Background: an optimization exercise with open tools, aiming at a short achievable clock period and few clock cycles. Do not read the settings as production practice.
RTL that was checked went through simulation tests only; none was proved equivalent to the original.

## lane 1
## cvpCore
module cvpCore (
  input  logic               Clk1,
  input  logic               reset,
  input  logic [16-1:0] DataIn,
  output logic [16-1:0] Addr,
  output logic [16-1:0] dataOut,
  output logic               RD,
  output logic               WR,
  output logic               V
);
  localparam int Q = 12;
  logic [63:0] vreg [8];
  logic [15:0] sreg [8];
  logic        flag;
  logic        resetQ;
  logic [15:0] addrQ;
  logic        rdQ;
  logic        wrQ;
  logic [15:0] doutQ;
  logic [15:0] addrI;
  logic [2:0]  stCnt;
  logic        t1Fetch, t1Load;
  logic [15:0] t1Pc;
  logic [1:0]  t1Lane;
  logic [2:0]  t1Dst;
  logic        t2Fetch, t2Load;
  logic [15:0] t2Pc;
  logic [1:0]  t2Lane;
  logic [2:0]  t2Dst;
  logic [15:0] fbase;
  logic        finc;
  logic [Q-1:0] qv;
  logic [15:0]  qi [Q];
  logic [15:0]  qpc [Q];
  logic [1:0]  seqLeft;
  logic        seqLoad;
  logic [1:0]  seqLane;
  logic [2:0]  seqDst;
  logic        p1v, p2v;
  logic [2:0]  p1d, p2d;
  logic [10:0] p1SigBig [4];
  logic [10:0] p1SigSmall [4];
  logic [4:0]  p1ExpBig [4];
  logic [4:0]  p1Diff [4];
  logic [3:0]  p1Sub, p1SignBig, p1AnyInf, p1BothNeg;
  logic [14:0] p2Raw [4];
  logic [4:0]  p2ExpBig [4];
  logic [3:0]  p2SignBig, p2AnyInf, p2BothNeg;
  logic        p3v;
  logic [2:0]  p3d;
  logic [13:0] p3Norm [4];
  logic [5:0]  p3ExpNorm [4];
  logic [3:0]  p3IsZero, p3SignBig, p3AnyInf, p3BothNeg;
  logic [15:0] hi;
  logic        hv;
  logic [3:0]  op;
  logic [2:0]  fd, fa, fb;
  logic        isVadd, isSst, isVld, isVst, isSll, isSlh, isMem;
  assign hi = qi[0];
  assign hv = qv[0];
  assign op = hi[15:12];
  assign fd = hi[11:9];
  assign fa = hi[8:6];
  assign fb = hi[5:3];
  assign isVadd = op == 4'h0;
  assign isSst  = op == 4'h3;
  assign isVld  = op == 4'h4;
  assign isVst  = op == 4'h5;
  assign isSll  = op == 4'h6;
  assign isSlh  = op == 4'h7;
  assign isMem  = isSst | isVld | isVst;
  function automatic logic ldPend(input logic [2:0] r);
    ldPend = ((seqLeft != 2'd0) && seqLoad && seqDst == r) ||
             (t1Load && t1Dst == r) || (t2Load && t2Dst == r);
  endfunction
  logic vaddHaz;
  assign vaddHaz = (p1v && (p1d == fa || p1d == fb)) ||
  ...
Settings: LEC_CHECK=0, ABC_CLOCK_PERIOD_IN_PS=4000, CAP_MARGIN=20, CORE_MARGIN=2, CORE_UTILIZATION=60, SLEW_MARGIN=20; clock period 15.0 ns.
standard.sh (not shown) runs the stock make flow with config.mk's settings and CLKGATE_MAP_FILE= SYNTH_SCRIPT=/design/flow/synth_recipe.tcl, a recipe that flattens the netlist after the stock synthesis.
==> flow/flow/run.sh <==
#!/bin/bash
# Standard ORFS layout, with repair aiming well below the clock period.
set -euo pipefail
MARGIN=${MARGIN:-11.2}
bash standard.sh SETUP_SLACK_MARGIN=$MARGIN finish > flow_standard.log 2>&1
Input changes introduced in lane 2 (baseline for comparison: lane 1):
-- flow/design.v --
<<< lane 1, line 316
                     !(qv[Q-3] && t1Fetch && t2Fetch);
  assign dataNext  = (issue && isMem) || seqLeft != 2'd0;
  assign doFetch   = !dataNext && room && !jLongNow;
  cvpAdd #(.W(16)) u_seqFetch (
    .a (fbase), .b (16'd0), .cin (finc), .sum (seqFetch), .cout ()
  );
  assign jSel      = jNow && !flush;
  logic [15:0] fetchAddr;
  always_comb begin
    if (jNowS && !flush)       fetchAddr = jTargetS;
    else if (jlPend && !flush) fetchAddr = jlTarget;
    else                       fetchAddr = seqFetch;
  end
  logic [15:0] sa, sd, base;
  logic [63:0] va, vb, vd;
>>> lane 2, line 316
                     !(qv[Q-3] && t1Fetch && t2Fetch);
  assign dataNext  = (issue && isMem) || seqLeft != 2'd0;
  assign doFetch   = !dataNext && room;
  cvpAdd #(.W(16)) u_seqFetch (
    .a (fbase), .b (16'd0), .cin (finc), .sum (seqFetch), .cout ()
  );
  assign jSel      = jNow && !flush;
  logic [15:0] fetchNoJ;
  logic        useJ;
  assign fetchNoJ = (jlPend && !flush) ? jlTarget : seqFetch;
  assign useJ     = jNowS && doFetch && !flush;
  logic [15:0] sa, sd, base;
  logic [63:0] va, vb, vd;
<<< lane 1, line 478
      end
    end else begin
      t2Fetch <= t1Fetch && !(jNowS || jLongNow || flush);
      jlPend  <= jLongNow && !flush;
      jlPc    <= t2Pc;
>>> lane 2, line 476
      end
    end else begin
      t2Fetch <= t1Fetch && !(jNowS || jLongNow || jlPend || flush);
      jlPend  <= jLongNow && !flush;
      jlPc    <= t2Pc;
<<< lane 1, line 514
        seqLane <= seqLane + 2'd1;
      end else if (doFetch) begin
        addrQ   <= fetchAddr;
        addrI   <= fetchAddr;
        stCnt   <= stCnt - {2'd0, stCnt != 3'd0};
        rdQ     <= 1'b1;
        wrQ     <= 1'b0;
        t1Fetch <= !flush;
        t1Pc    <= fetchAddr;
      end else begin
        addrQ   <= seqFetch;  
>>> lane 2, line 512
        seqLane <= seqLane + 2'd1;
      end else if (doFetch) begin
        addrQ   <= fetchNoJ;
        addrI   <= fetchNoJ;
        stCnt   <= stCnt - {2'd0, stCnt != 3'd0};
        rdQ     <= 1'b1;
        wrQ     <= 1'b0;
        t1Fetch <= !flush;
        t1Pc    <= fetchNoJ;
      end else begin
        addrQ   <= seqFetch;  
<<< lane 1, line 527
        wrQ     <= 1'b0;
      end
      if (flush) begin
        fbase <= redirect;
        finc  <= 1'b0;
      end else if (jNow) begin
        fbase <= fetchAddr;
        finc  <= doFetch;
      end else if (doFetch) begin
>>> lane 2, line 525
        wrQ     <= 1'b0;
      end
      if (useJ) begin
        addrQ <= jTargetS;
        addrI <= jTargetS;
        t1Pc  <= jTargetS;
      end
      if (flush) begin
        fbase <= redirect;
        finc  <= 1'b0;
      end else if (jNowS) begin
        fbase <= jTargetS;
        finc  <= doFetch;
      end else if (jlPend) begin
        fbase <= jlTarget;
        finc  <= doFetch;
      end else if (doFetch) begin
## What came out
All of lane 1 and lane 2 finish clean.
Taking lane 1 as the reference, in lane 2 inverter count of the layout excluding clock inverters now smaller, setup slack now larger, multi-input gate area in the final layout comparable, number of buffers inserted to repair setup after CTS now larger, standard cell area after detailed placement comparable.
Sequential share of layout area: lane 2 vs lane 1, no meaningful difference
Diff lane 1 and lane 2: fmax higher in lane 2
Testbench counts of lane 2, summed over its fixed seeds: cycles 14,752.
Only the layout flow was run in lane 1; the RTL was not checked for function there.

========
## trial 76
Another version of the RTL of cvpCore (not shown whole).
Size: ~110,000 um^2 of cells after synthesis.
## cvpCore
module cvpCore (
  input  logic               Clk1,
  input  logic               reset,
  input  logic [16-1:0] DataIn,
  output logic [16-1:0] Addr,
  output logic [16-1:0] dataOut,
  output logic               RD,
  output logic               WR,
  output logic               V
);
Settings: LEC_CHECK=0, ABC_CLOCK_PERIOD_IN_PS=4000, CAP_MARGIN=20, CORE_MARGIN=2, CORE_UTILIZATION=60, SLEW_MARGIN=20; clock period 15.0 ns.
Scripts as last shown in full above: flow/flow/run.sh
The inputs of trial 38 differ from those of trial 76 as listed below.
-- flow/design.v --
<<< trial 76, line 228
  logic [1:0]  t2Lane;
  logic [2:0]  t2Dst;
  logic        pendV;
  logic [15:0] pendA;
  logic [Q-1:0] qv;
  logic [15:0]  qi [Q];
>>> trial 38, line 228
  logic [1:0]  t2Lane;
  logic [2:0]  t2Dst;
  logic [15:0] fbase;
  logic        finc;
  logic [Q-1:0] qv;
  logic [15:0]  qi [Q];
<<< trial 76, line 297
  assign redirect = qv[0] ? qpc[0] : (injQ ? kaddr : t2Pc);
  logic        isJ, jShort, jNowS, jLongNow, jNow;
  logic        jSpec;
  logic        t1Next;
  logic        jlPend;
  logic [15:0] jlPc;
>>> trial 38, line 297
  assign redirect = qv[0] ? qpc[0] : (injQ ? kaddr : t2Pc);
  logic        isJ, jShort, jNowS, jLongNow, jNow;
  logic        jlPend;
  logic [15:0] jlPc;
<<< trial 76, line 308
  assign jLongNow = isJ && !jShort;
  assign jNow     = jNowS || jlPend;
  assign jSpec    = isJ;
  logic [15:0] jCand [16];
  function automatic logic [15:0] jOff4(input logic [3:0] k);
>>> trial 38, line 306
  assign jLongNow = isJ && !jShort;
  assign jNow     = jNowS || jlPend;
  logic [15:0] jCand [16];
  function automatic logic [15:0] jOff4(input logic [3:0] k);
<<< trial 76, line 322
  assign kUse = kv && kJ && !(stCnt != 3'd0 && addrI == kaddr);
  for (genvar k = 0; k < 16; k++) begin : g_kHit
    if (k == 1) begin : g_one
      assign kHit[k]   = kUse && jCand[k] == kaddr && !t1Next;
      assign jCandX[k] = kHit[k] ? kTarget : (t1Next ? seqFetch : jCand[k]);
    end else begin : g_other
      assign kHit[k]   = kUse && jCand[k] == kaddr;
      assign jCandX[k] = kHit[k] ? kTarget : jCand[k];
    end
  end
  assign jTargetS = jCandX[DataIn[3:0]];
  assign injQ     = useJq && kHitQ[jIdxQ] && !jlPend;
  assign t1Next   = t1Fetch && t1Pc == jCand[1];
  for (genvar k = 0; k < 16; k++) begin : g_jCand
    always_ff @(posedge Clk1) jCand[k] <= t1Pc + jOff4(4'(k));
>>> trial 38, line 319
  assign kUse = kv && kJ && !(stCnt != 3'd0 && addrI == kaddr);
  for (genvar k = 0; k < 16; k++) begin : g_kHit
    assign kHit[k]   = kUse && jCand[k] == kaddr;
    assign jCandX[k] = kHit[k] ? kTarget : jCand[k];
  end
  assign jTargetS = jCandX[DataIn[3:0]];
  assign injQ     = useJq && kHitQ[jIdxQ];
  for (genvar k = 0; k < 16; k++) begin : g_jCand
    always_ff @(posedge Clk1) jCand[k] <= t1Pc + jOff4(4'(k));
<<< trial 76, line 346
  assign dataNext  = (issue && isMem) || seqLeft != 2'd0;
  assign doFetch   = !dataNext && room;
  logic [15:0] t1PcInc;
  cvpAdd #(.W(16)) u_seqFetch (
    .a (t1Pc), .b (16'd0), .cin (1'b1), .sum (t1PcInc), .cout ()
  );
  assign seqFetch = pendV ? pendA : t1PcInc;
  assign jSel      = jNow && !flush;
  logic [15:0] fetchNoJ;
  logic        useJ;
  assign fetchNoJ = (jlPend && !flush) ? jlTarget : seqFetch;
  assign useJ     = jSpec && doFetch && !flush;
  logic [15:0] sa, sd, base;
  logic [63:0] va, vb, vd;
>>> trial 38, line 337
  assign dataNext  = (issue && isMem) || seqLeft != 2'd0;
  assign doFetch   = !dataNext && room;
  cvpAdd #(.W(16)) u_seqFetch (
    .a (fbase), .b (16'd0), .cin (finc), .sum (seqFetch), .cout ()
  );
  assign jSel      = jNow && !flush;
  logic [15:0] fetchNoJ;
  logic        useJ;
  assign fetchNoJ = (jlPend && !flush) ? jlTarget : seqFetch;
  assign useJ     = jNowS && doFetch && !flush;
  logic [15:0] sa, sd, base;
  logic [63:0] va, vb, vd;
<<< trial 76, line 498
      useJq   <= 1'b0;
      jlPend  <= 1'b0;
      pendV   <= 1'b0;
      qv      <= '0;
      seqLeft <= '0;
>>> trial 38, line 487
      useJq   <= 1'b0;
      jlPend  <= 1'b0;
      fbase   <= '0;
      finc    <= 1'b1;
      qv      <= '0;
      seqLeft <= '0;
<<< trial 76, line 510
      end
    end else begin
      t2Fetch <= t1Fetch && !((isJ && !(DataIn[11:0] == 12'd1 && t1Next)) ||
                              jlPend || flush);
      jlPend  <= isJ && !(DataIn[11:0] == 12'd1 && t1Next) &&
                 (!jShort || !doFetch) && !flush;
      jlPc    <= t2Pc;
      jlOff   <= DataIn[11:0];
>>> trial 38, line 500
      end
    end else begin
      t2Fetch <= t1Fetch && !(jNowS || jLongNow || jlPend || flush);
      jlPend  <= jLongNow && !flush;
      jlPc    <= t2Pc;
      jlOff   <= DataIn[11:0];
<<< trial 76, line 578
      end
      if (flush) begin
        pendV <= 1'b1;
        pendA <= redirect;
      end else if (jlPend && !doFetch) begin
        pendV <= 1'b1;
        pendA <= jlTarget;
      end else if (doFetch) begin
        pendV <= 1'b0;
      end
      qv <= qvN;
>>> trial 38, line 566
      end
      if (flush) begin
        fbase <= redirect;
        finc  <= 1'b0;
      end else if (jNowS) begin
        fbase <= jTargetS;
        finc  <= doFetch;
      end else if (jlPend) begin
        fbase <= jlTarget;
        finc  <= doFetch;
      end else if (doFetch) begin
        fbase <= seqFetch;
        finc  <= 1'b1;
      end
      qv <= qvN;
==> run summary <==
Trial 38 | status: complete | timing, DRC, antenna: pass
Post-route clock skew, trial 76 and trial 38: higher on trial 76
Trial 76 and trial 38 ended up with nearly the same count of input and output buffers.
Compared with trial 76, in trial 38 final setup slack of the worst path lost 150 ps; post-synthesis cell type count picked up an extra 5; total global routing overflow neither gained nor lost much; post-CTS repair timing setup buffer count picked up an extra 3.6%; worst hold-check slack neither gained nor lost much.
Trial 38 vs trial 76, origin of the worst setup path: DataIn[1] vs t1Pc[7]$_SDFFE_PP0P_
In trial 38, the top fanout value on the critical path came out 17 below the value in trial 76.
No run of this note included a check of the RTL's function; only the layout flow was run.

## afterwards: timing with drivers on the ports
The flow's constraints put no driver on any port. The routed layouts listed below were extracted and timed again, unchanged, in two steps. Step 1, drivers: a clkbuf_16 drives Clk1 and a buf_2 each remaining input, both assumed. Step 2 moves the port delays by t, midway between the first and last clock arrival at a register: inputs arrive t later, outputs are due t later. That takes back most of the time a late clock gives input paths. Slacks: ideal / step 1 / step 2; pairs: ideal / step 1.
run	t (ns)	setup slack, ns	worst hold slack (ns)	pins driven straight from the clock port
lane 1	0.943	10.483 / 10.213 / 9.270	0.320 / 0.320 / 0.320	1
lane 2	0.948	10.607 / 10.482 / 9.535	0.320 / 0.320 / 0.320	1
trial 76	0.951	10.548 / 10.517 / 9.666	0.327 / 0.327 / 0.327	1
trial 38	0.964	10.398 / 10.413 / 9.448	0.324 / 0.324 / 0.324	1
After both steps every run listed still meets setup and hold. The setup slack of lane 1, which loses most, moves by -0.270 ns with the drivers and by -1.213 ns with both steps.
